Background: an optimization exercise with open tools, aiming at small area, a short achievable clock period and few clock cycles. Do not read the settings as production practice. In this exercise RTL edits were held to simulation tests only and were not proved equivalent to the original. No activity file was given, so power comes from the tool's default toggle rates.

==> flow/design.v <==
package isb_pkg;
   localparam int DEPTH      = 16;
   localparam int WORD_WIDTH = 32;
   localparam logic [1:0] MODE_PUSH    = 2'd0;
   localparam logic [1:0] MODE_POP     = 2'd1;
   localparam logic [1:0] MODE_REMOVE  = 2'd2;
   localparam logic [1:0] MODE_REVERSE = 2'd3;
   localparam logic [2:0] ST_OK    = 3'd0;
   localparam logic [2:0] ST_FULL  = 3'd1;
   localparam logic [2:0] ST_EMPTY = 3'd2;
   localparam logic [2:0] ST_NULL  = 3'd3;
   localparam logic [2:0] ST_RANGE = 3'd4;
endpackage
module indexed_stack_buffer (
   input  logic        clock,
   input  logic        reset,
   input  logic        req_tvalid,
   output logic        req_tready,
   input  logic [39:0] req_tdata,
   output logic        rsp_tvalid,
   input  logic        rsp_tready,
   output logic [39:0] rsp_tdata
);
   localparam int N = isb_pkg::DEPTH;
   logic [4:0]  cnt;
   logic [3:0]  base;
   logic        dir;
   logic [3:0]  ptr  [N];
   logic [31:0] data [N];
   logic [3:0]  top_ptr, free_ptr;
   logic [3:0]  r_top;               
   logic        r_valid;
   logic [1:0]  r_mode;
   logic [31:0] r_value;
   logic        r_vzero;
   logic        r_is_push, r_is_pop, r_is_rm, r_is_rev, r_push_ok, r_pop_ok;
   logic        r_in_range, r_below_top, r_at_top, r_idx_zero;
   logic [3:0]  r_slot, r_hi, r_ldslot;
   logic        q_valid;
   logic [3:0]  q_slot;
   logic        q_read;
   logic [2:0]  q_status;
   logic [4:0]  q_count;
   logic        h_valid, s_valid;
   logic [39:0] h_data, s_data;
   logic        ready;
   logic accept, adv, q_free, move, take;
   logic inc, dec;
   logic [3:0] base_n, r_top_n;
   logic [3:0] r_up, r_dn, r_end;
   logic [3:0] slot_n, hi_n, ld_n;
   logic [3:0] top_ptr_n, free_ptr_n;
   logic [N-1:0] wen;
   logic [4:0] cnt_n;
   logic       dir_n;
   assign req_tready = ready;
   assign accept     = req_tvalid && ready;
   assign take       = h_valid && rsp_tready;
   always_ff @(posedge clock) begin
      if (accept) begin
         r_mode   <= req_tdata[1:0];
         r_value  <= req_tdata[33:2];
         r_vzero     <= (req_tdata[33:2] == 32'd0);
         r_is_push   <= (req_tdata[1:0] == isb_pkg::MODE_PUSH);
         r_is_pop    <= (req_tdata[1:0] == isb_pkg::MODE_POP);
         r_is_rm     <= (req_tdata[1:0] == isb_pkg::MODE_REMOVE);
         r_is_rev    <= (req_tdata[1:0] == isb_pkg::MODE_REVERSE);
         r_push_ok   <= (req_tdata[33:2] != 32'd0) &&
                        (inc ? (cnt != 5'd15) : dec ? 1'b1 : !cnt[4]);
         r_pop_ok    <= inc ? 1'b1 : dec ? (cnt != 5'd1) : (cnt != 5'd0);
         r_in_range  <= inc ? ({1'b0, req_tdata[37:34]} <= cnt) :
                        dec ? ({1'b0, req_tdata[37:34]} + 5'd1 < cnt) :
                              ({1'b0, req_tdata[37:34]} < cnt);
         r_below_top <= inc ? ({1'b0, req_tdata[37:34]} < cnt) :
                        dec ? ({1'b0, req_tdata[37:34]} + 5'd2 < cnt) :
                              ({1'b0, req_tdata[37:34]} + 5'd1 < cnt);
         r_at_top    <= inc ? ({1'b0, req_tdata[37:34]} == cnt) :
                        dec ? ({1'b0, req_tdata[37:34]} + 5'd2 == cnt) :
                              ({1'b0, req_tdata[37:34]} + 5'd1 == cnt);
         r_idx_zero  <= (req_tdata[37:34] == 4'd0);
         r_slot      <= slot_n;
         r_hi        <= hi_n;
         r_ldslot    <= ld_n;
      end
   end
   assign rsp_tvalid = h_valid;
   assign rsp_tdata  = h_data;
   logic [1:0]  mode;
   logic [31:0] value;
   logic        is_push, is_pop, is_rm, is_rev;
   logic        vzero, empty, full, in_range;
   logic        push_ok, pop_ok, rm_ok, ok;
   logic [2:0]  status;
   logic [4:0]  cnt_next, last;
   assign mode     = r_mode;
   assign value    = r_value;
   assign is_push  = r_is_push;
   assign is_pop   = r_is_pop;
   assign is_rm    = r_is_rm;
   assign is_rev   = r_is_rev;
   assign vzero    = r_vzero;
   assign empty    = (cnt == 5'd0);
   assign full     = cnt[4];
   assign last     = cnt - 5'd1;
   assign in_range = r_in_range;
   assign push_ok = r_push_ok;
   assign pop_ok  = r_pop_ok;
   assign rm_ok   = in_range;
   always_comb begin
      unique case (mode)
         isb_pkg::MODE_PUSH:   status = vzero ? isb_pkg::ST_NULL :
                                        full  ? isb_pkg::ST_FULL : isb_pkg::ST_OK;
         isb_pkg::MODE_POP:    status = empty ? isb_pkg::ST_EMPTY : isb_pkg::ST_OK;
         isb_pkg::MODE_REMOVE: status = empty ? isb_pkg::ST_EMPTY :
                                        in_range ? isb_pkg::ST_OK : isb_pkg::ST_RANGE;
         default:              status = isb_pkg::ST_OK;
      endcase
   end
   assign ok = (status == isb_pkg::ST_OK);
   always_comb begin
      unique case (mode)
         isb_pkg::MODE_PUSH:   cnt_next = push_ok ? (cnt + 5'd1) : cnt;
         isb_pkg::MODE_POP:    cnt_next = pop_ok  ? last : cnt;
         isb_pkg::MODE_REMOVE: cnt_next = rm_ok   ? last : cnt;
         default:              cnt_next = cnt;
      endcase
   end
   logic [3:0] r_idx, r_ld, sh_hi;
   logic [3:0] idx_ptr, up_ptr, dn_ptr, end_ptr, bot_ptr;
   logic       sh_any;
   assign r_idx = r_slot;
   assign idx_ptr = ptr[r_idx];
   assign up_ptr  = ptr[r_up];
   assign dn_ptr  = ptr[r_dn];
   assign end_ptr = ptr[r_end];
   assign bot_ptr = ptr[base];
   assign r_ld   = r_ldslot;
   assign sh_hi  = r_hi;
   assign sh_any = in_range && (dir ? r_below_top : !r_idx_zero);
   assign inc   = adv && is_push && push_ok;
   assign dec   = adv && ((is_pop && pop_ok) || (is_rm && rm_ok));
   assign cnt_n = inc ? (cnt + 5'd1) : dec ? last : cnt;
   logic [3:0] r_up_n, r_dn_n, r_end_n;
   always_comb begin
      base_n  = base;
      dir_n   = dir;
      r_top_n = r_top;
      r_up_n  = r_up;
      r_dn_n  = r_dn;
      r_end_n = r_end;
      if (adv) begin
            if (is_push) begin
               if (push_ok) begin
                  r_top_n = dir ? (r_top + 4'd1) : (r_top - 4'd1);
                  r_up_n  = dir ? (r_top + 4'd3) : (r_top - 4'd3);
                  r_dn_n  = r_top;
               end
            end
            else if (is_pop) begin
               if (pop_ok) begin
                  r_top_n = r_dn;
                  r_up_n  = dir ? (r_top + 4'd1) : (r_top - 4'd1);
                  r_dn_n  = dir ? (r_top - 4'd2) : (r_top + 4'd2);
               end
            end
            else if (is_rm) begin
               if (rm_ok) begin
                  if (dir) begin
                     r_top_n = r_dn;
                     r_up_n  = r_top + 4'd1;
                     r_dn_n  = r_top - 4'd2;
                  end else begin
                     base_n  = base - 4'd1;
                     r_end_n = base;
                  end
               end
            end
            else begin
               base_n  = r_top;
               r_top_n = base;
               dir_n   = !dir;
               r_up_n  = dir ? (base - 4'd2) : (base + 4'd2);
               r_dn_n  = dir ? (base + 4'd1) : (base - 4'd1);
               r_end_n = dir ? (r_top + 4'd1) : (r_top - 4'd1);
            end
      end
   end
   always_ff @(posedge clock) begin
      if (reset) begin
         cnt   <= 5'd0;
         base  <= 4'd0;
         dir   <= 1'b1;
         r_top <= 4'd15;
         r_up  <= 4'd1;
         r_dn  <= 4'd14;
         r_end <= 4'd15;
      end else begin
         r_up  <= r_up_n;
         r_dn  <= r_dn_n;
         r_end <= r_end_n;
         cnt   <= cnt_n;
         base  <= base_n;
         dir   <= dir_n;
         r_top <= r_top_n;
      end
   end
   always_comb begin
      top_ptr_n  = top_ptr;
      free_ptr_n = free_ptr;
      if (adv) begin
            if (is_push) begin
               if (push_ok) begin
                  top_ptr_n  = free_ptr;
                  free_ptr_n = up_ptr;
               end
            end
            else if (is_pop) begin
               if (pop_ok) begin
                  top_ptr_n  = dn_ptr;
                  free_ptr_n = top_ptr;
               end
            end
            else if (is_rm) begin
               if (rm_ok) begin
                  if (r_at_top) top_ptr_n = dn_ptr;
                  if (dir || full) free_ptr_n = idx_ptr;
               end
            end
            else begin
               top_ptr_n  = bot_ptr;
               free_ptr_n = end_ptr;
            end
      end
   end
   always_ff @(posedge clock) begin
      if (reset) begin
         top_ptr  <= 4'd15;
         free_ptr <= 4'd0;
      end else begin
         top_ptr  <= top_ptr_n;
         free_ptr <= free_ptr_n;
      end
   end
   always_comb begin
      logic [3:0] idx_in;
      idx_in = req_tdata[37:34];
      slot_n = dir ? (base + idx_in) : (base - idx_in);
      hi_n   = dir ? (r_top - 4'd1) : (base - 4'd1);
      ld_n   = dir ? r_top : base;
      if (adv) begin
            if (is_push) begin
               if (push_ok) begin
                  hi_n = dir ? r_top : (base - 4'd1);
                  ld_n = dir ? (r_top + 4'd1) : base;
               end
            end
            else if (is_pop) begin
               if (pop_ok) begin
                  hi_n = dir ? (r_top - 4'd2) : (base - 4'd1);
                  ld_n = dir ? (r_top - 4'd1) : base;
               end
            end
            else if (is_rm) begin
               if (rm_ok) begin
                  slot_n = dir ? (base + idx_in) : (base - 4'd1 - idx_in);
                  hi_n   = dir ? (r_top - 4'd2) : (base - 4'd2);
                  ld_n   = dir ? (r_top - 4'd1) : (base - 4'd1);
               end
            end
            else begin
               slot_n = dir ? (r_top - idx_in) : (r_top + idx_in);
               hi_n   = dir ? (r_top - 4'd1) : (base - 4'd1);
               ld_n   = dir ? r_top : base;
            end
      end
   end
   for (genvar p = 0; p < N; p++) begin : g_slot
      logic sh, ld, ge_lo, le_hi;
      assign ge_lo = (4'(p) >= r_idx);
      assign le_hi = (4'(p) <= sh_hi);
      assign sh = adv && is_rm && sh_any &&
                  ((r_idx <= sh_hi) ? (ge_lo && le_hi) : (ge_lo || le_hi));
      assign ld = adv && is_rm && rm_ok && (r_ld == 4'(p));
      always_ff @(posedge clock) begin
         if (reset) begin
            ptr[p] <= 4'(p);
         end else if (sh) begin
            ptr[p] <= ptr[(p + 1) % N];
         end else if (ld) begin
            ptr[p] <= idx_ptr;
         end
      end
      always_ff @(posedge clock) begin
         if (wen[p]) begin
            data[p] <= value;
         end
      end
   end
   always_ff @(posedge clock) begin
      if (adv) begin
         q_slot   <= is_pop ? top_ptr : idx_ptr;
         q_read   <= (is_pop && pop_ok) || (is_rm && rm_ok);
         q_status <= status;
         q_count  <= cnt_next;
      end
   end
   logic [39:0] rsp_next;
   logic        r_valid_in, q_valid_in, h_valid_in, s_valid_in;
   assign rsp_next = {q_count, q_read ? data[q_slot] : 32'd0, q_status};
   always_comb begin
      r_valid_in = accept || (r_valid && !adv);
      q_valid_in = adv || (q_valid && !move);
      h_valid_in = h_valid;
      s_valid_in = s_valid;
      if (take) begin
         if (!s_valid && !move) h_valid_in = 1'b0;
         if (s_valid && !move)  s_valid_in = 1'b0;
      end else if (move) begin
         if (h_valid) s_valid_in = 1'b1;
         else         h_valid_in = 1'b1;
      end
   end
   always_ff @(posedge clock) begin
      if (reset) begin
         r_valid <= 1'b0;
         q_valid <= 1'b0;
         h_valid <= 1'b0;
         s_valid <= 1'b0;
         ready   <= 1'b1;
         wen     <= N'(1);
         move    <= 1'b0;
         q_free  <= 1'b1;
         adv     <= 1'b0;
      end else begin
         r_valid <= r_valid_in;
         q_valid <= q_valid_in;
         h_valid <= h_valid_in;
         s_valid <= s_valid_in;
         ready   <= !r_valid_in || !q_valid_in || !(h_valid_in && s_valid_in);
         move    <= q_valid_in && !(h_valid_in && s_valid_in);
         q_free  <= !q_valid_in || !(h_valid_in && s_valid_in);
         adv     <= r_valid_in && (!q_valid_in || !(h_valid_in && s_valid_in));
         for (int p = 0; p < N; p++) begin
            wen[p] <= (!q_valid_in || !(h_valid_in && s_valid_in)) &&
                      !cnt_n[4] && (free_ptr_n == 4'(p));
         end
      end
   end
   always_ff @(posedge clock) begin
      if (take) begin
         if (s_valid) begin
            h_data <= s_data;
            if (move) s_data <= rsp_next;
         end else if (move) begin
            h_data <= rsp_next;
         end
      end else if (move) begin
         if (h_valid) s_data <= rsp_next;
         else         h_data <= rsp_next;
      end
   end
endmodule
==> flow/flow/run.sh <==
#!/bin/bash
# The standard layout, except that the port buffers are buf_4 cells
# instead of the slow delay buffers buffer_ports picks by default. Every
# port still gets its buffer. ORFS's per-step logs stay under orfs/logs;
# make's own output goes to flow_make.log.
set -euo pipefail
export BUFFER_PORTS_ARGS="-buffer_cell sky130_fd_sc_hd__buf_4"
bash standard.sh finish > flow_make.log 2>&1
==> flow/standard.sh <==
#!/bin/bash
# synth_recipe.tcl (not shown) runs the flow's synth.tcl, then flattens the netlist and writes it again
# the make line also repeats each setting of config.mk as NAME=value (left out here)
make -C /OpenROAD-flow-scripts/flow DESIGN_CONFIG=/design/flow/config.mk WORK_HOME=/design/flow/orfs CLKGATE_MAP_FILE= SYNTH_SCRIPT=/design/flow/synth_recipe.tcl "${@:-finish}"
==> flow/config.mk <==
export PLATFORM = sky130hd
export DESIGN_NAME = indexed_stack_buffer
export DESIGN_NICKNAME = indexed_stack_buffer
export VERILOG_FILES = /design/flow/design.v
export SDC_FILE = /design/flow/constraint.sdc
export NUM_CORES = 4
export LEC_CHECK = 0
export CAP_MARGIN = 20
export CORE_MARGIN = 2
export CORE_UTILIZATION = 55
export CTS_CLUSTER_DIAMETER = 60
export CTS_CLUSTER_SIZE = 20
export SETUP_SLACK_MARGIN = 2.2
export SLEW_MARGIN = 20
==> flow/constraint.sdc <==
create_clock -name core_clock -period 5.0 [get_ports {clock}]
set_input_delay 1.0000 -clock core_clock [delete_from_list [all_inputs] [get_ports {clock}]]
set_output_delay 1.0000 -clock core_clock [all_outputs]
set_load 0.01 [all_outputs]
==> results of run 1 <==
## power groups by stage
stage | sequential (mW) | clock [mW] | combinational, mW
final | 7.67 | 4.64 | 2.42
after global routing | 7.69 | 4.91 | 2.57
after CTS | 7.65 | 4.70 | 2.19
after detailed placement | 7.84 | 0 | 1.97
after global placement | 7.82 | 0 | 1.94
after floorplan | 7.71 | 0 | 1.31
## flip-flops by register name (all words and copies together) (netlist names), 4 cells and up
register / flops
data: 512
ptr: 64
h_data: 40
s_data: 40
r_value: 32
wen: 16
cnt: 5
q_count: 5
base: 4
free_ptr: 4
q_slot: 4
r_dn: 4
r_end: 4
r_hi: 4
r_ldslot: 4
r_slot: 4
r_top: 4
r_up: 4
top_ptr: 4
## cell families (layout without fill, tap and decap cells)
logic type / count (synthesis) / after routing / synth area share
flip-flops: 782 / 782 / 0.622
buffers and inverters: 255 / 385 / 0.0309
AND/OR/NAND/NOR: 715 / 716 / 0.104
XOR/XNOR: 37 / 37 / 0.00904
adder cells (fa/ha/maj): 83 / 83 / 0.0281
multiplexers: 134 / 134 / 0.0407
AO/OA/AOI/OAI: 830 / 834 / 0.165
## cell usage in the layout, fill, tap and decap left out, drive strengths merged, types with 25 or more instances in the layout
cell / instances
mux2: 43
o31ai: 30
nand2b: 28
nor3: 63
dfxtp: 121
a22oi: 196
inv: 56
a21oi: 124
clkbuf: 61
nor2b: 47
nand3: 68
maj3: 28
nand2: 156
nand4: 48
mux2i: 86
nor2: 166
edfxtp: 661
o311a: 28
xnor2: 27
a221oi: 54
ha: 50
o21ai: 155
a211oi: 25
a22o: 37
buf: 245
## what timing repair did
item	in CTS	in global routing
pin swaps	15	24
gates resized for setup	67	112
hold endpoints to repair	0	0
cloned	5	3
endpoints found under the setup margin	154	94
buffers inserted	45	39
## final timing paths
kind / cells past startpoint / start / to / slack [ns]
max: 12 / r_slot[1] / wen[7] / 2.10
min: 0 / q_status[1] / s_data[1] / 0.45
max reg2reg: 12 / r_slot[1] / wen[7] / 2.10
min reg2reg: 0 / q_status[1] / s_data[1] / 0.45
## metrics by stage
step / worst slack, ns / total power [mW] / utilization
6_report: 2.10 / 14.7 / 0.630
5_1_grt: 2.07 / 15.2 / 0.630
4_1_cts: 2.10 / 14.5 / 0.618
3_5_place_dp: 1.55 / 9.81 / 0.580
3_3_place_gp: 1.62 / 9.76 / 0.580
2_1_floorplan: 2.20 / 9.03 / -
## cell type report
| class | count | area (um2) |
|---|---|---|
| Clock buffer | 61 | 1380 |
| Clock inverter | 22 | 395 |
| Fill cell | 4990 | 23900 |
| Inverter | 57 | 234 |
| Multi-Input combinational cell | 1804 | 13200 |
| Sequential cell | 782 | 22300 |
| Tap cell | 855 | 1070 |
| Timing Repair Buffer | 245 | 2010 |
## layer usage
| layer | up-vias | share of wire | track usage |
|---|---|---|---|
| met3 | 355 | 0.093 | 0.0507 |
| met1 | 13300 | 0.38 | 0.454 |
| met4 | 0 | 0.058 | 0.175 |
| li1 | 11400 | - | - |
| met5 | - | 0 | 0 |
| met2 | 1565 | 0.47 | 0.571 |
==> summary.txt, run 1 <==
Floorplan
  – Die W: 259 um
  – I/O pin cnt: 86
  – Die area: roughly 0.067 mm2
  – Chip height: 259 um
  – Core ar.: around 0.064 mm2
  – Row count: 93
  – Initial Utilization: 0.556

Layout
  – NumNets Final: 3042
  – Final instance area: 0.0406 mm2
  – Final non-filler cell total: 3826
  – Ant diodes: 0
  – P&R area growth vs syn: 13.3%
  – Share of cells above drive strength 1: 0.186

Setup path
  – Critical-path cell list: buf_6 -> buf_12 -> mux4_2 -> and2_4 -> a2111oi_4 -> buf_4 -> nor4_4 -> o31ai_4 -> buf_6 -> nand2b_4 -> buf_4 -> nor3_2
  – Data arrival, critical path: 3.44 ns
  – Slowest-stage cell, CP: edfxtp_1
  – Number of buffers and inverters on the critical path: 5
  – CP max FO: 6
  – WS Path Type: register to register
  – Startpoint types: register
  – Crit-path max cell delay: 0.55 ns
  – Crit end category: register
  – CP required: 5.54 ns
  – Delay-heaviest family, CP: buffers and inverters

Clock tree
  – Clock transition at the registers of the reported paths: approximately 0.08 ns
  – CTS HTree Levels: 2
  – Hold buffers post-CTS: 0
  – Num Clock Sinks: slightly below 800
  – Cts bufs inserted: 53
  – Clk latency of the worst-skew pair: 0.66 ns
  – Root Buffer: clkbuf_16
  – CTS tree: built
  – Clk buf depth: 3

Power
  – P_sw: 4.06 mW
  – Clk pwr share: 0.315
  – Switching share of power: 0.276
  – Cell Pwr Density: 363 mW/mm2
  – Static leakage: 13.8 nW
  – Cell Int Power: around 11 mW
  – Power share of the sequential group: 0.521
  – VDD IR max: 267 uV
  – Combinational share of power: 0.164

GRT
  – GR Overflow Total: 0
  – GRT Overall Usage: 0.348
  – Pin count of the biggest net entering global routing: around 90
  – First-pass GRT wire length: 171000 um
  – Vias in the first global route: 25500
  – Initial antenna violation count: 0

STA
  – Slew HR: 0.328
  – Slew @ Worst Pin: 1.01 ns
  – Max Fclk: 344 MHz
  – Skew final: 0.0340 ns
  – RSZ-0062 raised after global routing: true
  – Setup_tns: 0 ns
  – Max-slew violation count: 0
  – Min Tclk post-route: 2.90 ns
  – Fin crit share: 0.581
  – Hold Vio Cnt, Final: 0
  – Final setup violation count: 0
  – WHS: 0.449 ns

Min path
  – Hold Crit Class: register to register

Synth
  – Ys flop type: edfxtp_1
  – Synth area leader: edfxtp_1
  – Yosys reg bits: 782
  – Mean Syn Cell Area: 12.6 um2
  – Post-synth EDFFs: 661
  – Top-count cell post-synth: edfxtp_1
  – Seq/Total Area, Yosys: 0.622
  – Syn_nets: about 3000
  – Syn. warnings: 3
  – Syn Inst Count: ~2800
  – Ys async rst share: 0
  – Mapped Area: approximately 0.036 mm2
  – Top post-synthesis cells by count: 661 x edfxtp_1, 196 x a22oi_1, 165 x nor2_1
  – Synth top area share: 0.554
  – Area contributors post-synth: edfxtp_1 55%, dfxtp_1 6.8%, a22oi_1 4.1%
  – Cell variety after synth: 101

Place
  – Routability cong.: 0.991
  – Cells after DPL: approximately 3700
  – Placed Area: 0.0374 mm2
  – IO buf count: 83
  – Hpwl dp: 68100 um

Drt
  – DR vias/cell: 6.95
  – Via count: 26600
  – DRT antenna net count: 0
  – DR iter-0 viols: around 3500
  – Routed WL: 119000 um
  – DRT Pass-1 Iters: 6
  – DRC Markers: 0
  – Drt wl/cell: 31.1 um

Flow run
  – Max_cap viols: 0

Run status
  – Status: no timing/DRC/antenna violations
Testbench counts, summed over its fixed seeds: cycles 16,032.
==> run 2: changes to the inputs <==
--- a/flow/design.v
+++ b/flow/design.v
@@ -37,4 +37,5 @@
    logic        r_in_range, r_below_top, r_at_top, r_idx_zero;
    logic [3:0]  r_slot, r_hi, r_ldslot;
+   logic        r_nowrap;            
    logic        q_valid;
    logic [3:0]  q_slot;
@@ -82,4 +83,5 @@
          r_hi        <= hi_n;
          r_ldslot    <= ld_n;
+         r_nowrap    <= (slot_n <= hi_n);
       end
    end
@@ -280,5 +282,5 @@
       assign le_hi = (4'(p) <= sh_hi);
       assign sh = adv && is_rm && sh_any &&
-                  ((r_idx <= sh_hi) ? (ge_lo && le_hi) : (ge_lo || le_hi));
+                  (r_nowrap ? (ge_lo && le_hi) : (ge_lo || le_hi));
       assign ld = adv && is_rm && rm_ok && (r_ld == 4'(p));
       always_ff @(posedge clock) begin
==> summary.txt, run 2 <==
Clock tree
  – Cts bufs inserted: 52
  – CTS tree: built
  – Num Clock Sinks: 783
  – Clock transition at the registers of the reported paths: 0.08 ns
  – CTS HTree Levels: 2
  – Root Buffer: clkbuf_16
  – Hold buffers post-CTS: 0
  – Clk buf depth: 3
  – Clk latency of the worst-skew pair: 0.64 ns

Synth
  – Syn. warnings: 3
  – Syn_nets: 2972
  – Ys async rst share: 0
  – Yosys reg bits: 783
  – Syn Inst Count: 2871
  – Ys flop type: edfxtp_1
  – Seq/Total Area, Yosys: 0.627
  – Cell variety after synth: 93
  – Synth top area share: 0.559
  – Mean Syn Cell Area: 12.4 um2
  – Post-synth EDFFs: between 600 and 700
  – Mapped Area: 0.0356 mm2
  – Top post-synthesis cells by count: 662 x edfxtp_1, 227 x nor2_1, 224 x nand2_1
  – Top-count cell post-synth: edfxtp_1
  – Synth area leader: edfxtp_1
  – Area contributors post-synth: edfxtp_1 56%, dfxtp_1 6.8%, a22oi_1 3.7%

Power
  – Cell Pwr Density: between 300 and 400 mW/mm2
  – Total chip power: 14.4 mW
  – VDD IR max: a little over 300 uV
  – Static leakage: 13.6 nW

Layout
  – Most flop-heavy register: data
  – Most common library cell in the layout ignoring fill and taps: edfxtp_1
  – Commonest non-fill, non-tap cells in the layout: 662 x edfxtp_1, 234 x buf_4, 219 x nand2_1, 218 x nor2_1, 175 x a22oi_1
  – Final non-filler cell total: 3868
  – NumNets Final: 3088
  – Share of cells above drive strength 1: 0.187
  – Regs by FF count: data (512), ptr (64)
  – Max reg flops: 512
  – P&R area growth vs syn: 13.0%

Floorplan
  – Die W: around 260 um
  – Chip height: 258 um
  – Row count: 93
  – Die area: 0.0667 mm2
  – I/O pin cnt: 86
  – Initial Utilization: 0.554
  – Core ar.: 0.0642 mm2

Min path
  – Critical hold path startpoint: q_status[1]
  – Hold Crit Class: register to register

Setup path
  – WS Path Type: input pin to register
  – CP max FO: 10
  – CP required: around 5.4 ns
  – Crit end category: register
  – Slowest-stage cell, CP: fa_1
  – Data arrival, critical path: 3.33 ns
  – Critical-path cell list: buf_6 -> inv_4 -> ha_4 -> mux2i_4 -> fa_1 -> o22ai_2 -> a21oi_1 -> ha_1 -> nor2b_1 -> o21ai_0 -> nand2b_1 -> a21oi_2 -> a41o_1
  – Delay-heaviest family, CP: adder cells
  – Crit Reg-Reg Startpoint: base[1]
  – Number of buffers and inverters on the critical path: 2
  – Crit-path max cell delay: 0.46 ns
  – Startpoint types: input pin
  – Critical path startpoint: req_tdata[35]

STA
  – Min Tclk post-route: 2.96 ns
  – Skew final: 0.0416 ns
  – Slew HR: 0.302
  – Slew @ Worst Pin: 1.05 ns
  – Max-slew violation count: 0
  – Max Fclk: 338 MHz
  – Fin crit share: 0.592
  – Final setup violation count: 0
  – RSZ-0062 raised after global routing: true
  – Setup_tns: 0 ns
  – Hold Vio Cnt, Final: 0

GRT
  – GR Overflow Total: 0
  – Vias in the first global route: 25100
  – Initial antenna violation count: 1
  – First-pass GRT wire length: 166000 um
  – Pin count of the biggest net entering global routing: 71
  – GRT Overall Usage: 0.338

Drt
  – Highest routed metal layer: met5
  – Routed WL: 114000 um
  – Drt wl/cell: 29.5 um
  – Routed length on met3: 9780 um
  – DRT Pass-1 Iters: 7
  – DR iter-0 viols: 3212
  – WL met2: around 53000 um
  – DRT antenna net count: 0
  – DRC Markers: 0
  – Via count: 26300
  – DR vias/cell: 6.81
  – Met1 WL: around 45000 um

Place
  – IO buf count: just over 80
  – Cells after DPL: 3693
  – Hpwl dp: 66700 um
  – Routability cong.: 1.04

Flow run
  – Max_cap viols: 0

Run status
  – Status: no timing/DRC/antenna violations
[run 2: cell types whose count changed after synthesis, sizes merged, moves of 12 or more]
| cell | change |
|---|---|
| a211oi | +24 |
| nand2 | +68 |
| nand3 | +17 |
| clkbuf | +16 |
| nor3 | -27 |
| mux2i | -12 |
| o311a | -25 |
| a22oi | -20 |
| nor2 | +63 |
| buf | -17 |
| o21ai | -30 |
| maj3 | -19 |
| a31o | +12 |
[run 2: cell type report]
cell class,count,area (um2)
Fill cell,5053,24000
Sequential cell,783,22400
Multi-Input combinational cell,1842,12900
Timing Repair Buffer,256,2060
Clock buffer,60,1380
Tap cell,855,1070
Clock inverter,19,226
Inverter,52,225
Antenna cell,1,2.50
[run 2: through the flow]
step           setup WS, ns  cell area, um2  utilization  hold WS (ns)
2_1_floorplan          1.74           35600            -         0.422
3_3_place_gp           1.19           37200        0.579         0.437
5_1_grt                1.94           40200        0.626         0.465
4_1_cts                2.05           39600        0.617         0.456
6_report               2.04           40200        0.626         0.452
3_5_place_dp           1.11           37200        0.579         0.434
[run 2: logic make-up (layout without fill, tap and decap cells)]
kind of cell | after synthesis | count (layout) | share of synthesized area
adders and majority gates | 66 | 66 | 0.0236
other | 0 | 1 | 0
muxes | 130 | 130 | 0.0401
DFF | 783 | 783 | 0.627
xor gates and xnor gates | 41 | 41 | 0.0101
buffers and inverters | 249 | 387 | 0.0302
and+or+nand+nor | 809 | 812 | 0.112
AOI/OAI and AO/OA | 793 | 793 | 0.157
[run 2: routing by layer]
| metal | up-vias | global-route usage |
|---|---|---|
| met5 | - | 0 |
| met4 | 2 | 0.157 |
| met3 | 407 | 0.0513 |
| met2 | 1396 | 0.547 |
| met1 | 13100 | 0.453 |
| li1 | 11400 | - |
[run 2: what timing repair did]
item / CTS / global route
endpoints found under the setup margin: 127 / 46
endpoints found under the hold margin: 0 / 0
cloned: 3 / 0
setup buffers: 59 / 33
pin swaps: 21 / 32
resized for setup: 79 / 79
[run 2: worst reg2reg max path: cells and delay by family (launching register included)]
kind	cells	cell delay [ns]
buffers and inverters	1	0.14
DFF	1	0.36
xor gates and xnor gates	1	0.16
adders and majority gates	3	0.88
AOI/OAI and AO/OA	7	1.08
and+or+nand+nor	1	0.07
[run 2: worst paths after layout]
check | slack, ns | end | cells after the start
worst max register to register | 2.09 | r_nowrap | 13
worst min-delay path | 0.45 | s_data[1] | 0
worst max-delay path | 2.04 | r_nowrap | 13
worst min register to register | 0.45 | s_data[1] | 0
[run 2: power breakdown]
| part | switching [mW] | internal (mW) |
|---|---|---|
| Sequential | 0.319 | 7.42 |
| Combinational | 1.48 | 0.926 |
| Clock | 2.24 | 2.04 |
Testbench counts of run 2, summed over its fixed seeds: cycles 16,032.

## afterwards: timing with drivers on the ports
In the flow no input, the clock included, has a driving cell. The finished layouts below were timed again as built, in two steps. Step 1, drivers: a clkbuf_16 drives clock and a buf_2 each remaining input, both assumed. Step 2, shift: input delay + t, output delay - t, t = (earliest + latest rising clock arrival at the registers) / 2. This alone moves slack from input paths to output paths. Slacks: ideal / step 1 / step 2; pairs: ideal / step 1.
| run | t, ns | setup WS [ns] | hold WS [ns] | worst register clock-pin slew, ns | worst slew at a driven data input, ns |
|---|---|---|---|---|---|
| run 1 | 0.704 | 2.095 / 2.095 / 1.713 | 0.449 / 0.449 / 0.449 | 0.08 / 0.08 | 0.04 |
| run 2 | 0.686 | 2.042 / 2.062 / 1.376 | 0.452 / 0.452 / 0.452 | 0.08 / 0.08 | 0.05 |
After both steps every run listed still meets setup and hold. For run 2, which loses most, drivers alone change the setup slack by +0.020 ns; drivers and shift together by -0.666 ns.
